This is an optimization exercise on Yosys and OpenROAD, whose aim is small area, a short achievable clock period and few clock cycles, not a production implementation. The RTL was checked by simulation tests, not by an equivalence proof against the original design.

`flow/design.v`:
```
package isim_pkg;
   localparam int DEF_NUM_RULES  = 16;
   localparam int DEF_MAX_RANGES = 16;
   localparam int BAR_BITS       = 12;
   localparam int IDX_IN_W       = 4;
   localparam int WEIGHT_W       = 16;
   localparam int HAND_W         = 2;
   localparam int STATUS_W       = 3;
   localparam int COUNT_OUT_W    = 5;
   typedef enum logic [STATUS_W-1:0] {
      ST_CREATED  = 3'd0,
      ST_MERGED   = 3'd1,
      ST_ORDER    = 3'd2,
      ST_MISMATCH = 3'd3,
      ST_FULL     = 3'd4
   } status_type;
   typedef enum logic [2:0] {
      S_IDLE,
      S_META,
      S_SCAN,
      S_CHECK,
      S_MOVE,
      S_PLACE
   } state_type;
   typedef struct packed {
      logic wr_en;
      logic rd_en;
   } ram_ctl_type;
   function automatic integer addr_bits(input integer depth);
      addr_bits = (depth > 1) ? $clog2(depth) : 1;
   endfunction
endpackage
module interval_set_insert_merge_unit
#(
   parameter int NUM_RULES  = isim_pkg::DEF_NUM_RULES,
   parameter int MAX_RANGES = isim_pkg::DEF_MAX_RANGES
) (
   input  logic                   clock,
   input  logic                   reset,
   input  logic                   req_valid,
   output logic                   req_ready,
   input  logic [isim_pkg::IDX_IN_W-1:0]    req_rule_index,
   input  logic [isim_pkg::BAR_BITS-1:0]    req_start_bar,
   input  logic [isim_pkg::BAR_BITS-1:0]    req_end_bar,
   input  logic [isim_pkg::WEIGHT_W-1:0]    req_rule_weight,
   input  logic [isim_pkg::HAND_W-1:0]      req_hand_kind,
   output logic                   rsp_valid,
   input  logic                   rsp_ready,
   output logic [isim_pkg::STATUS_W-1:0]    rsp_status,
   output logic [isim_pkg::COUNT_OUT_W-1:0] rsp_range_count,
   output logic [isim_pkg::BAR_BITS-1:0]    rsp_merged_start,
   output logic [isim_pkg::BAR_BITS-1:0]    rsp_merged_end
);
   localparam int NR = 16;
   localparam int MR = 16;
   localparam int BW = isim_pkg::BAR_BITS;
   localparam int WW = isim_pkg::WEIGHT_W;
   localparam int HW = isim_pkg::HAND_W;
   localparam int RSP_W = 3 + 5 + 2 * BW;
   logic [NR-1:0]                  created_q;
   logic [NR-1:0][WW-1:0]          w_q;
   logic [NR-1:0][HW-1:0]          h_q;
   logic [NR-1:0][MR-1:0]          v_q;
   logic [NR-1:0][MR-1:0][BW-1:0]  lo_q;
   logic [NR-1:0][MR-1:0][BW-1:0]  hi_q;
   logic          a_valid;
   logic [3:0]    a_idx;
   logic [BW-1:0] a_s, a_e;
   logic [WW-1:0] a_w;
   logic [HW-1:0] a_h;
   logic             head_valid, skid_valid;
   logic [RSP_W-1:0] head_q, skid_q;
   logic fire, pop, accept;
   assign fire      = a_valid && !skid_valid;
   assign req_ready = !a_valid || !skid_valid;
   assign accept    = req_valid && req_ready;
   assign pop       = head_valid && rsp_ready;
   logic          cr;
   logic [WW-1:0] rw;
   logic [HW-1:0] rh;
   logic [MR-1:0] vv;
   logic [MR-1:0][BW-1:0] rlo, rhi;
   assign cr  = created_q[a_idx];
   assign rw  = w_q[a_idx];
   assign rh  = h_q[a_idx];
   assign vv  = cr ? v_q[a_idx] : '0;
   assign rlo = lo_q[a_idx];
   assign rhi = hi_q[a_idx];
   logic [MR-1:0] ovl, sel_lo, sel_hi, keep, tgt, cand;
   always_comb begin
      for (int j = 0; j < MR; j++) begin
         ovl[j]    = vv[j] && (rhi[j] >= a_s) && (rlo[j] <= a_e);
         sel_lo[j] = ovl[j] && (rlo[j] < a_s);
         sel_hi[j] = ovl[j] && (rhi[j] > a_e);
      end
   end
   assign keep = vv & ~ovl;
   assign cand = ~keep;
   assign tgt  = cand & (~cand + MR'(1));
   logic [BW-1:0] m_lo, m_hi, or_lo, or_hi;
   always_comb begin
      or_lo = '0;
      or_hi = '0;
      for (int j = 0; j < MR; j++) begin
         or_lo = or_lo | (sel_lo[j] ? rlo[j] : '0);
         or_hi = or_hi | (sel_hi[j] ? rhi[j] : '0);
      end
   end
   assign m_lo = (|sel_lo) ? or_lo : a_s;
   assign m_hi = (|sel_hi) ? or_hi : a_e;
   logic [4:0] held, kept;
   always_comb begin
      held = '0;
      kept = '0;
      for (int j = 0; j < MR; j++) begin
         held = held + 5'(vv[j]);
         kept = kept + 5'(keep[j]);
      end
   end
   logic order, mism, full, do_write;
   assign order    = a_s > a_e;
   assign mism     = (rw != a_w) || (rh != a_h);
   assign full     = (&vv) && !(|ovl);
   assign do_write = fire && !order && !(cr && (mism || full));
   logic [2:0] st;
   logic [RSP_W-1:0] rsp_new;
   always_comb begin
      if (order)     st = isim_pkg::ST_ORDER;
      else if (!cr)  st = isim_pkg::ST_CREATED;
      else if (mism) st = isim_pkg::ST_MISMATCH;
      else if (full) st = isim_pkg::ST_FULL;
      else           st = isim_pkg::ST_MERGED;
      if (st == isim_pkg::ST_CREATED || st == isim_pkg::ST_MERGED)
         rsp_new = {st, kept + 5'd1, m_lo, m_hi};
      else
         rsp_new = {st, held, {BW{1'b0}}, {BW{1'b0}}};
   end
   for (genvar r = 0; r < NR; r++) begin : g_rule
      logic wr_rule;
      assign wr_rule = do_write && (a_idx == 4'(r));
      always_ff @(posedge clock) begin
         if (wr_rule) begin
            w_q[r] <= a_w;
            h_q[r] <= a_h;
            v_q[r] <= keep | tgt;
         end
      end
      for (genvar j = 0; j < MR; j++) begin : g_slot
         always_ff @(posedge clock) begin
            if (wr_rule && tgt[j]) begin
               lo_q[r][j] <= m_lo;
               hi_q[r][j] <= m_hi;
            end
         end
      end
   end
   always_ff @(posedge clock) begin
      if (reset) begin
         created_q <= '0;
      end else if (do_write) begin
         created_q[a_idx] <= 1'b1;
      end
   end
   always_ff @(posedge clock) begin
      if (reset) begin
         a_valid <= 1'b0;
      end else if (req_ready) begin
         a_valid <= req_valid;
      end
   end
   always_ff @(posedge clock) begin
      if (accept) begin
         a_idx <= req_rule_index;
         a_s   <= req_start_bar;
         a_e   <= req_end_bar;
         a_w   <= req_rule_weight;
         a_h   <= req_hand_kind;
      end
   end
   always_ff @(posedge clock) begin
      if (reset) begin
         head_valid <= 1'b0;
         skid_valid <= 1'b0;
      end else begin
         if (!head_valid || pop) begin
            head_valid <= skid_valid || fire;
            skid_valid <= 1'b0;
         end else if (fire) begin
            skid_valid <= 1'b1;
         end
      end
   end
   always_ff @(posedge clock) begin
      if (!head_valid || pop) begin
         head_q <= skid_valid ? skid_q : rsp_new;
      end
      if (head_valid && !pop && fire) begin
         skid_q <= rsp_new;
      end
   end
   assign rsp_valid = head_valid;
   assign {rsp_status, rsp_range_count, rsp_merged_start, rsp_merged_end} = head_q;
endmodule
```
`flow/run.sh`:
```
#!/bin/bash
# synth_recipe.tcl (not shown) runs the flow's synth.tcl, then flattens the netlist and writes it again
# the make line also repeats each setting of config.mk as NAME=value (left out here)
make -C /OpenROAD-flow-scripts/flow DESIGN_CONFIG=/design/flow/config.mk WORK_HOME=/design/flow/orfs CLKGATE_MAP_FILE= SYNTH_SCRIPT=/design/flow/synth_recipe.tcl finish
```
`flow/config.mk`:
```
export PLATFORM = sky130hd
export DESIGN_NAME = interval_set_insert_merge_unit
export DESIGN_NICKNAME = interval_set_insert_merge_unit
export VERILOG_FILES = /design/flow/design.v
export SDC_FILE = /design/flow/constraint.sdc
export NUM_CORES = 4
export LEC_CHECK = 0
export CAP_MARGIN = 20
export CORE_MARGIN = 2
export CORE_UTILIZATION = 30
export PLACE_DENSITY = 0.45
export SLEW_MARGIN = 20
export SYNTH_MEMORY_MAX_BITS = 16384
```
`flow/constraint.sdc`:
```
create_clock -name core_clock -period 12.0 [get_ports {clock}]
set_input_delay 2.4000 -clock core_clock [delete_from_list [all_inputs] [get_ports {clock}]]
set_output_delay 2.4000 -clock core_clock [all_outputs]
set_load 0.01 [all_outputs]
```
==> flow_metrics.env <==
export IMPL_netlist_area_um2=279000
export IMPL_vias_per_cell=5.37
export IMPL_n_fill_cell=85586
export IMPL_dpl_cell_count=25243
export IMPL_reg2reg_depth=17
export IMPL_clock_skew_ns=0.154
export IMPL_cpMostUsedCell="buf_4"
export IMPL_clkSinkCount=6801
export IMPL_ys_ff_latch=6801
export IMPL_worstHoldPathType="flop to flop"
export IMPL_power_density_nw_per_um2=163
export IMPL_cap_violations=0
export IMPL_syn_inst=12807
export IMPL_end_kind="flop"
export IMPL_path_delay_family="simple AND/OR/NAND/NOR gates"
export IMPL_root_buffer="clkbuf_16"
export IMPL_wl_per_cell_um=36.0
export IMPL_fin_crit_ns=10.44
export IMPL_core_area_um2=928000
export IMPL_status="timing/DRC/antenna clean"
export IMPL_wl_um=958000
export IMPL_die_w_um=968
export IMPL_dp_slack_ns=2.03
export IMPL_path_clk_slew_ns=0.06
export IMPL_area_growth_pct=16.2
export IMPL_total_power_mw=52.8
export IMPL_grt_antenna_before_repair=98
export IMPL_crit_chain="buf_4, buf_4, nand2_1, o211ai_1, nor2_1, nor2_1, ha_1, nand4_1, o31ai_1, o211ai_1, o311ai_2, nor4_1, nand4_1, or4b_4, buf_4, nor2_4, buf_4"
export IMPL_die_y_um=968
export IMPL_setup_worst_path_class="flop to flop"
export IMPL_syn_num_nets=13657
export IMPL_slowest_delay_ns=1.00
export IMPL_synth_flop_cell="edfxtp_1"
export IMPL_hold_viol=0
export IMPL_postSynthAreaPerCell_um2=21.8
export IMPL_finalWorstSetupSlack_ns=1.56
export IMPL_ios=84
export IMPL_synth_top_area_cell="edfxtp_1"
export IMPL_gp_congestion=0.913
export IMPL_path_buf_inv=4
export IMPL_cts_tree="done"
export IMPL_cts_setup_buffers=0
export IMPL_clock_fmax_mhz=95.8
export IMPL_detail_route_first_pass_iterations=6
export IMPL_cp_required_ns=12.83
export IMPL_drt_iter0_drc=17991
export IMPL_post_route_cells_drive_above_1_share=0.276
export IMPL_grtUsageTotal=0.200
export IMPL_min_path_cells=2
export IMPL_critPathMaxFanout=28
export IMPL_nets=14583
export IMPL_synth_edf_count=6782
export IMPL_async_flop_share=0
export IMPL_yosysTopAreaCellShare=0.730
export IMPL_tightestPinTransition_ns=1.22
export IMPL_path_depth=17
export IMPL_grt_max_degree=178
export IMPL_yosysWarningCount=1
export IMPL_drc=0
export IMPL_numCtsBuffers=765
export IMPL_hold_buffers=0
export IMPL_ir_drop_mv=0.121
export IMPL_io_buffers=83
export IMPL_overflow=0
export IMPL_drtAntennaViolNets=0
export IMPL_ys_seq_area_frac=0.731
export IMPL_slew_headroom=0.181
export IMPL_clk_path_buf_depth=5
export IMPL_slew_violations=0
export IMPL_synth_area_top_cells="edfxtp_1 (73%), mux4_2 (15%), ha_1 (3.5%)"
export IMPL_num_vias=142966
export IMPL_worstSkewPairLatency_ns=1.22
export IMPL_critPathLaunchType="flop"
export IMPL_grt_pass1_vias=143418
export IMPL_cts_htree_levels=6
export IMPL_setup_viol=0
export IMPL_cp_slowest_cell="edfxtp_1"
export IMPL_rows=354
export IMPL_cp_arrival_ns=11.27
export IMPL_grt_pass1_wl_um=1290000
export IMPL_dieArea_um2=938000
export IMPL_dp_hpwl_um=597000
export IMPL_layout_cells_non_filler=26622
export IMPL_post_cts_resized=0
export IMPL_finalCritPeriodShare=0.870
export IMPL_yosys_cell_types_count=99
export IMPL_p_leak_nw=102
export IMPL_rsz0062_at_grt="no"
export IMPL_initial_utilization=0.301
[sequential cells by signal, summed over array words and instances, names as in the netlist, 16 cells and up]
register,cells
v_q,240
h_q,32
lo_q,3072
head_q,32
hi_q,3072
a_w,16
skid_q,32
created_q,16
w_q,256
[cell families (layout without fill, tap and decap cells)]
| kind of cell | count (synthesis) | after routing | share of synthesized area |
|---|---|---|---|
| compound gates | 1058 | 1058 | 0.0262 |
| xor+xnor | 30 | 30 | 0.000942 |
| fa+ha+maj | 800 | 800 | 0.0364 |
| buf+inv | 728 | 2211 | 0.0150 |
| flops | 6801 | 6801 | 0.731 |
| mux | 2138 | 2138 | 0.167 |
| other cells | 0 | 50 | 0 |
| simple gates | 1252 | 1252 | 0.0230 |
[worst register-to-register path, stage by stage (launching register included)]
cell and delay, ns:
edfxtp_1 1.00, buf_4 0.62, buf_4 0.66, nand2_1 0.95, o211ai_1 0.52, nor2_1 0.07
nor2_1 0.25, ha_1 0.29, nand4_1 0.12, o31ai_1 0.08, o211ai_1 0.84, o311ai_2 0.55
nor4_1 0.95, nand4_1 0.84, or4b_4 0.94, buf_4 0.71, nor2_4 0.41, buf_4 0.34
[report_power, final]
group	total [mW]	internal, mW	switching [mW]
clock	22.4	12.9	9.51
sequential	26.4	26.3	0.0499
combinational	4.02	1.32	2.70
[per-stage QoR]
step	utilization	setup TNS, ns	area, um2	hold WS, ns
2_1_floorplan	-	-6266.64	279000	0.421
3_3_place_gp	0.323	0	300000	0.433
3_5_place_dp	0.324	0	301000	0.437
4_1_cts	0.349	0	324000	0.446
5_1_grt	0.349	0	324000	0.467
6_report	0.349	0	324000	0.450
[cell type report]
cell class              instances  area, um2  area share
flip-flops and latches       6801     204000       0.629
multi-input cells            5278      73100       0.226
clock buffers                 927      19900      0.0615
well taps                   12282      15400      0.0474
repair buffers                756       7650      0.0236
clock inverters               397       3400      0.0105
inverters                     131        533     0.00164
diodes                         50        125    0.000386
[layer usage]
metal | track usage | vias up | part of all wire
met5 | 0 | - | 0.00012
met4 | 0.0712 | 16 | 0.038
met3 | 0.0391 | 1467 | 0.071
met2 | 0.317 | 5812 | 0.47
met1 | 0.277 | 78658 | 0.43
li1 | - | 57013 | -
[final timing paths]
| kind | from | slack (ns) | to |
|---|---|---|---|
| worst min-delay path | created_q[6]$_SDFFE_PP0P_ | 0.45 | created_q[6]$_SDFFE_PP0P_ |
| worst max-delay path | a_idx[0]$_DFFE_PP_ | 1.56 | hi_q[1405]$_DFFE_PP_ |
| worst max register to register | a_idx[0]$_DFFE_PP_ | 1.56 | hi_q[1405]$_DFFE_PP_ |
| worst min register to register | created_q[6]$_SDFFE_PP0P_ | 0.45 | created_q[6]$_SDFFE_PP0P_ |
[cells in the mapped netlist, types with 30 or more instances]
library cell,instances
buf_1,49
o21a_1,45
buf_2,241
nand2b_1,35
nand4_1,153
and2_1,40
ha_1,780
nor2b_1,77
inv_1,129
a22oi_1,169
buf_6,69
nor2_1,292
clkbuf_1,143
mux2_2,32
mux4_2,1864
and3_1,48
a221oi_1,33
nand3_1,100
a21o_1,121
nor4_1,46
nand2_1,272
nor3_1,79
a21oi_1,243
o21ai_0,130
buf_4,56
mux2i_1,125
mux4_1,117
edfxtp_1,6782
a22o_1,30
o211ai_1,41
a211oi_1,37
[layout by cell type, fill, tap and decap left out, drive strengths merged, types with 50 or more instances in the layout]
| cell type | netlist | final |
|---|---|---|
| a21o | 121 | 121 |
| a21oi | 243 | 243 |
| a22oi | 169 | 169 |
| and3 | 50 | 50 |
| buf | 436 | 673 |
| bufinv | 0 | 55 |
| clkbuf | 160 | 927 |
| clkdlybuf4s50 | 0 | 83 |
| clkinv | 0 | 329 |
| diode | 0 | 50 |
| edfxtp | 6782 | 6782 |
| ha | 780 | 780 |
| inv | 131 | 136 |
| mux2i | 125 | 125 |
| mux4 | 1981 | 1981 |
| nand2 | 272 | 272 |
| nand3 | 100 | 100 |
| nand4 | 153 | 153 |
| nor2 | 303 | 303 |
| nor2b | 77 | 77 |
| nor3 | 80 | 80 |
| o21ai | 134 | 134 |
Testbench counts, summed over its fixed seeds: cycles 9,616.

==> re-timing with driven ports <==
In the flow no input, the clock included, has a driving cell. The finished layout below was timed again as built, in two steps. Step 1 (the two cells are an assumption about what drives the block):
set clk [get_ports {clock}]
set_driving_cell -lib_cell sky130_fd_sc_hd__clkbuf_16 $clk
set_driving_cell -lib_cell sky130_fd_sc_hd__buf_2 [delete_from_list [all_inputs] $clk]
Step 2 also shifts input and output timing later by t, the mid clock arrival at the registers, as if the neighbouring blocks saw the same clock. Slacks: ideal / step 1 / step 2; pairs: ideal / step 1.
t (ns): 1.250
setup slack, ns: 1.560 / 1.560 / 1.560
worst hold slack (ns): 0.450 / 0.450 / 0.450
worst setup path at the end: register to register
After both steps setup and hold are still met in this run. The setup slack of this run moves by 0.000 ns with the drivers and by 0.000 ns with both steps.
